This design comes from an exercise in tuning for small area, a short achievable clock period and few clock cycles per item on the open sky130 flow, not from production work. Power and IR drop assume default switching activity.

Design gcode_block_parser_top, start of the top module:
module gcode_block_parser_top #(
	parameter int AXIS_WORD_CHARS = 15,
	parameter int INT_WORD_DIGITS = 4
) (
	input  logic        clk,
	input  logic        arst_n,
	input  logic        cfg_we,
	input  logic [7:0]  cfg_wdata,
	input  logic        char_valid,
	input  logic [7:0]  char_in,
	output logic        char_ready,
	output logic        block_valid,
	input  logic        block_ready,
	output logic [13:0] block_number,
	output logic [1:0]  code_letter,
	output logic [6:0]  code_number,
	output logic [13:0] feed_value,
	output logic [13:0] repeat_count,
	output logic [31:0] x_milli,
	output logic [31:0] y_milli,
	output logic [31:0] z_milli,
	output logic [31:0] a_milli
);
	localparam int MAX_LIM = (AXIS_WORD_CHARS > INT_WORD_DIGITS) ? AXIS_WORD_CHARS
		: INT_WORD_DIGITS;
	localparam int CNT_W = $clog2(MAX_LIM + 1);
	localparam logic [CNT_W-1:0] LIM_AXIS = CNT_W'(AXIS_WORD_CHARS);
	localparam logic [CNT_W-1:0] LIM_INT = CNT_W'(INT_WORD_DIGITS);
  ...
For scale: roughly 1500 cells after synthesis, ~250 flip-flops, ~200 I/O pins, ~14000 um^2 of cells after synthesis.
==> flow/config.mk <==
export PLATFORM = sky130hd
export DESIGN_NAME = gcode_block_parser_top
export DESIGN_NICKNAME = gcode_block_parser_top
export VERILOG_FILES = /design/flow/design.v
export SDC_FILE = /design/flow/constraint.sdc
export NUM_CORES = 4
export LEC_CHECK = 0
export ABC_CLOCK_PERIOD_IN_PS = 3500
export CAP_MARGIN = 20
export CORE_MARGIN = 2
export CORE_UTILIZATION = 40
export SETUP_SLACK_MARGIN = 4.5
export SLEW_MARGIN = 20
==> flow/constraint.sdc <==
create_clock -name core_clock -period 8.0 [get_ports {clk}]
set_input_delay 1.6000 -clock core_clock [delete_from_list [all_inputs] [get_ports {clk}]]
set_output_delay 1.6000 -clock core_clock [all_outputs]
set_load 0.01 [all_outputs]
run.sh (not shown) runs the stock make flow with config.mk's settings and CLKGATE_MAP_FILE= SYNTH_SCRIPT=/design/flow/synth_recipe.tcl, a recipe that flattens the netlist after the stock synthesis.
The starting point finished with timing, DRC and antenna clean.
==> next run, changes <==
- ABC_CLOCK_PERIOD_IN_PS: 3500 -> default
- SETUP_SLACK_MARGIN: 4.5 -> default
Result: Worst setup slack loses 1.1 ns; via count falls by 4.5%; combinational power falls by 19%; clock-buffer cell count rises by 2.
No run of this note included a check of the RTL's function; only the layout flow was run.

* * *

== exp/fjord ==
Another version of the RTL of gcode_block_parser_top (not shown whole).
Size in the first run: ~1,700 cells after synthesis, about 270 flip-flops, about 0.013 mm2 of cells after synthesis.
// gcode_block_parser_top
module gcode_block_parser_top #(
	parameter int AXIS_WORD_CHARS = 15,
	parameter int INT_WORD_DIGITS = 4
) (
	input  logic        clk,
	input  logic        arst_n,
	input  logic        cfg_we,
	input  logic [7:0]  cfg_wdata,
	input  logic        char_valid,
	input  logic [7:0]  char_in,
	output logic        char_ready,
	output logic        block_valid,
	input  logic        block_ready,
	output logic [13:0] block_number,
	output logic [1:0]  code_letter,
	output logic [6:0]  code_number,
	output logic [13:0] feed_value,
	output logic [13:0] repeat_count,
	output logic [31:0] x_milli,
	output logic [31:0] y_milli,
	output logic [31:0] z_milli,
	output logic [31:0] a_milli
);
	localparam int MAX_LIM = (AXIS_WORD_CHARS > INT_WORD_DIGITS) ? AXIS_WORD_CHARS
		: INT_WORD_DIGITS;
	localparam int CNT_W = $clog2(MAX_LIM + 1);
	localparam logic [CNT_W-1:0] LIM_AXIS = CNT_W'(AXIS_WORD_CHARS);
	localparam logic [CNT_W-1:0] LIM_INT = CNT_W'(INT_WORD_DIGITS);
	localparam logic [CNT_W-1:0] LIM_CODE = CNT_W'(2);
	localparam bit INT_SAT = (INT_WORD_DIGITS > 4);
	localparam int AW = 33;
	logic [7:0]       term_q;
	logic             cv_q;       
	gbp_pkg::cls_t    cls_q;      
	logic             ct_q;       
	logic [14:0]      wt_q;       
  ...
Settings: LEC_CHECK=0, ABC_AREA=1, CAP_MARGIN=20, CORE_MARGIN=2, CORE_UTILIZATION=40, CTS_BUF_LIST=sky130_fd_sc_hd__clkbuf_16, CTS_CLUSTER_DIAMETER=120, CTS_CLUSTER_SIZE=20, SETUP_SLACK_MARGIN=4.7, SLEW_MARGIN=20; clock period 8.0 ns.
standard.sh (not shown) runs the stock make flow with config.mk's settings and CLKGATE_MAP_FILE= SYNTH_SCRIPT=/design/flow/synth_recipe.tcl, a recipe that flattens the netlist after the stock synthesis.
==> flow/flow/run.sh <==
#!/bin/bash
set -euo pipefail
bash standard.sh "BUFFER_PORTS_ARGS=-buffer_cell sky130_fd_sc_hd__buf_1" finish > flow_make.log 2>&1
exp/fjord has completed all stages; timing, DRC and antenna checks passed.
> inputs changed (exp/fjord -> exp/lagoon)
- swapping 4.7 for 4.9 in SETUP_SLACK_MARGIN
[summary]
Final cell count across exp/lagoon and exp/fjord: no real change.
In exp/lagoon relative to exp/fjord, via count had gone up slightly.
met1 track demand over resource in exp/lagoon is 0.66 points below exp/fjord.
Number of I/O port buffers came out exactly the same in exp/lagoon and exp/fjord.
Compare exp/lagoon and exp/fjord | final critical path time including I/O delays and setup lower: exp/fjord
Of exp/lagoon and exp/fjord, exp/fjord shows the higher sequential power share, with exp/lagoon below it.
From exp/fjord to exp/lagoon the numbers moved as follows: proportion of total power due to net switching went up, cell count along the critical path has decreased, worst hold slack shows no meaningful change, internal portion of total power went up by 0.066 mW.
## Diff of input files: exp/ember against exp/lagoon
- a change of SETUP_SLACK_MARGIN from 4.9 to 4.8
==> notes.md <==
No run among exp/lagoon and exp/ember stopped early or left any final violation; all are clean. Compared with exp/lagoon, in exp/ember share of the final layout cell area in sequential cells rose 0.29 points; total routed wirelength went down; cell count comparable; post-route worst hold slack saw little to no change. Going from exp/lagoon to exp/ember, fraction of area in multi-input gates -0.45 points, worst-case setup slack after placement now smaller, first-pass GRT wire length grew by 2.2%, worst setup slack higher. exp/lagoon ended up with acc_q[32] as its capture point of the critical path; exp/ember ended up with acc_q[27].
Function was not checked in any run of this note: the RTL went through the layout flow alone.

* * *

Another version of the RTL of gcode_block_parser_top (not shown whole).
For scale: roughly 1800 cells after synthesis, roughly 270 flip-flops, roughly 200 I/O pins.
// gcode_block_parser_top
module gcode_block_parser_top #(
	parameter int AXIS_WORD_CHARS = 15,
	parameter int INT_WORD_DIGITS = 4
) (
	input  logic        clk,
	input  logic        arst_n,
	input  logic        cfg_we,
	input  logic [7:0]  cfg_wdata,
	input  logic        char_valid,
	input  logic [7:0]  char_in,
	output logic        char_ready,
	output logic        block_valid,
	input  logic        block_ready,
	output logic [13:0] block_number,
	output logic [1:0]  code_letter,
	output logic [6:0]  code_number,
	output logic [13:0] feed_value,
	output logic [13:0] repeat_count,
	output logic [31:0] x_milli,
	output logic [31:0] y_milli,
	output logic [31:0] z_milli,
	output logic [31:0] a_milli
);
Settings: LEC_CHECK=0, ABC_AREA=1, CAP_MARGIN=20, CORE_MARGIN=2, CORE_UTILIZATION=40, SETUP_SLACK_MARGIN=4.5, SLEW_MARGIN=20; clock period 8.0 ns.
Scripts as last shown in full above: flow/flow/run.sh
Then changed:
- SETUP_SLACK_MARGIN: 4.5 -> 4.8
Outcome: Critical path depth shrinks by 1; clock skew rose by 0.0053 ns; setup slack improves by 0.12 ns; first-iteration DRC count increases by 32%.
Function was not checked in any run of this note: the RTL went through the layout flow alone.

* * *

== pepper ==
gcode_block_parser_top, a different RTL version from the one above (not shown whole).
Size in the first run: about 270 flip-flops, about 200 I/O pins.
// gcode_block_parser_top
module gcode_block_parser_top #(
	parameter int AXIS_WORD_CHARS = 15,
	parameter int INT_WORD_DIGITS = 4
) (
	input  logic        clk,
	input  logic        arst_n,
	input  logic        cfg_we,
	input  logic [7:0]  cfg_wdata,
	input  logic        char_valid,
	input  logic [7:0]  char_in,
	output logic        char_ready,
	output logic        block_valid,
	input  logic        block_ready,
	output logic [13:0] block_number,
	output logic [1:0]  code_letter,
	output logic [6:0]  code_number,
	output logic [13:0] feed_value,
	output logic [13:0] repeat_count,
	output logic [31:0] x_milli,
	output logic [31:0] y_milli,
	output logic [31:0] z_milli,
	output logic [31:0] a_milli
);
	localparam int MAX_LIM = (AXIS_WORD_CHARS > INT_WORD_DIGITS) ? AXIS_WORD_CHARS
		: INT_WORD_DIGITS;
	localparam int CNT_W = $clog2(MAX_LIM + 1);
	localparam logic [CNT_W-1:0] LIM_AXIS = CNT_W'(AXIS_WORD_CHARS);
	localparam logic [CNT_W-1:0] LIM_INT = CNT_W'(INT_WORD_DIGITS);
	localparam logic [CNT_W-1:0] LIM_CODE = CNT_W'(2);
	localparam bit INT_SAT = (INT_WORD_DIGITS > 4);
	localparam int AW = 33;
  ...
==> flow/config.mk <==
export PLATFORM = sky130hd
export DESIGN_NAME = gcode_block_parser_top
export DESIGN_NICKNAME = gcode_block_parser_top
export VERILOG_FILES = /design/flow/design.v
export SDC_FILE = /design/flow/constraint.sdc
export NUM_CORES = 4
export LEC_CHECK = 0
export ABC_AREA = 1
export CAP_MARGIN = 20
export CORE_MARGIN = 2
export CORE_UTILIZATION = 40
export CTS_BUF_LIST = sky130_fd_sc_hd__clkbuf_16
export CTS_CLUSTER_DIAMETER = 120
export CTS_CLUSTER_SIZE = 20
export SETUP_SLACK_MARGIN = 5
export SLEW_MARGIN = 20
==> flow/constraint.sdc <==
create_clock -name core_clock -period 8.0 [get_ports {clk}]
set_input_delay 1.6000 -clock core_clock [delete_from_list [all_inputs] [get_ports {clk}]]
set_output_delay 1.6000 -clock core_clock [all_outputs]
set_load 0.01 [all_outputs]
Scripts as last shown in full above: flow/flow/run.sh
pepper finished end to end and its layout was clean on timing, DRC and antenna.
Input-level comparison between yarrow and pepper:
- SETUP_SLACK_MARGIN: 5 -> 4.85
## What came out
pepper and yarrow ended up with nearly the same number of multi-input combinational cells in the layout. As far as required time of the critical path is concerned, yarrow and pepper perform about the same. pepper and yarrow ended up with nearly the same simple-gate share of the synthesized area. Routed length on met2: yarrow vs pepper down 2.8%. Relative to pepper, yarrow improves cell area. Comparing the two runs side by side, yarrow comes out ahead of pepper on net switching component of the power. The number of gates given a new drive strength after cts in yarrow sits about 8% below the value recorded for pepper. Comparing pepper and yarrow, final instance count without filler cells is lower on yarrow. Non-clock buffer area fraction after layout (yarrow over pepper): decrease, 0.51 points. Of pepper and yarrow, the run reporting the higher relative max-transition margin was pepper. yarrow: number of buffers and inverters on the critical path 3 above pepper.
Function was not checked in any run of this note: the RTL went through the layout flow alone.

[port drivers added, routing unchanged]
How much do the figures lean on ideal ports? The routed layouts below were timed once more, with nothing changed but the port constraints.
Step 1, drivers: a clkbuf_16 drives clk and a buf_2 each remaining input, both assumed.
Step 2 moves the port delays by t, midway between the first and last clock arrival at a register: inputs arrive t later, outputs are due t later. That takes back most of the time a late clock gives input paths.
Three values: ideal, step 1, step 2; two values: the first two.
| run | shift t [ns] | setup WS [ns] | worst setup path after step 2 | latest minus earliest clock arrival (ns) |
|---|---|---|---|---|
| the first run of note 1 | 0.585 | 3.547 / 3.547 / 3.547 | register to register | 0.012 / 0.013 |
| the second run of note 1 | 0.588 | 2.402 / 2.402 / 2.402 | register to register | 0.009 / 0.008 |
| exp/fjord | 0.552 | 4.771 / 4.771 / 4.305 | input to register | 0.027 / 0.027 |
| exp/lagoon | 0.547 | 4.710 / 4.710 / 4.565 | input to register | 0.027 / 0.026 |
| exp/ember | 0.553 | 4.833 / 4.833 / 4.527 | input to register | 0.025 / 0.026 |
| the first run of note 3 | 0.613 | 4.562 / 4.562 / 4.543 | input to register | 0.016 / 0.015 |
| the second run of note 3 | 0.614 | 4.683 / 4.683 / 4.566 | input to register | 0.020 / 0.020 |
| pepper | 0.556 | 4.871 / 4.871 / 4.650 | input to register | 0.043 / 0.043 |
| yarrow | 0.561 | 4.773 / 4.773 / 4.488 | input to register | 0.042 / 0.042 |
After both steps setup and hold are still met in every run listed. For exp/fjord, which loses most, drivers alone change the setup slack by 0.000 ns; drivers and shift together by -0.466 ns.
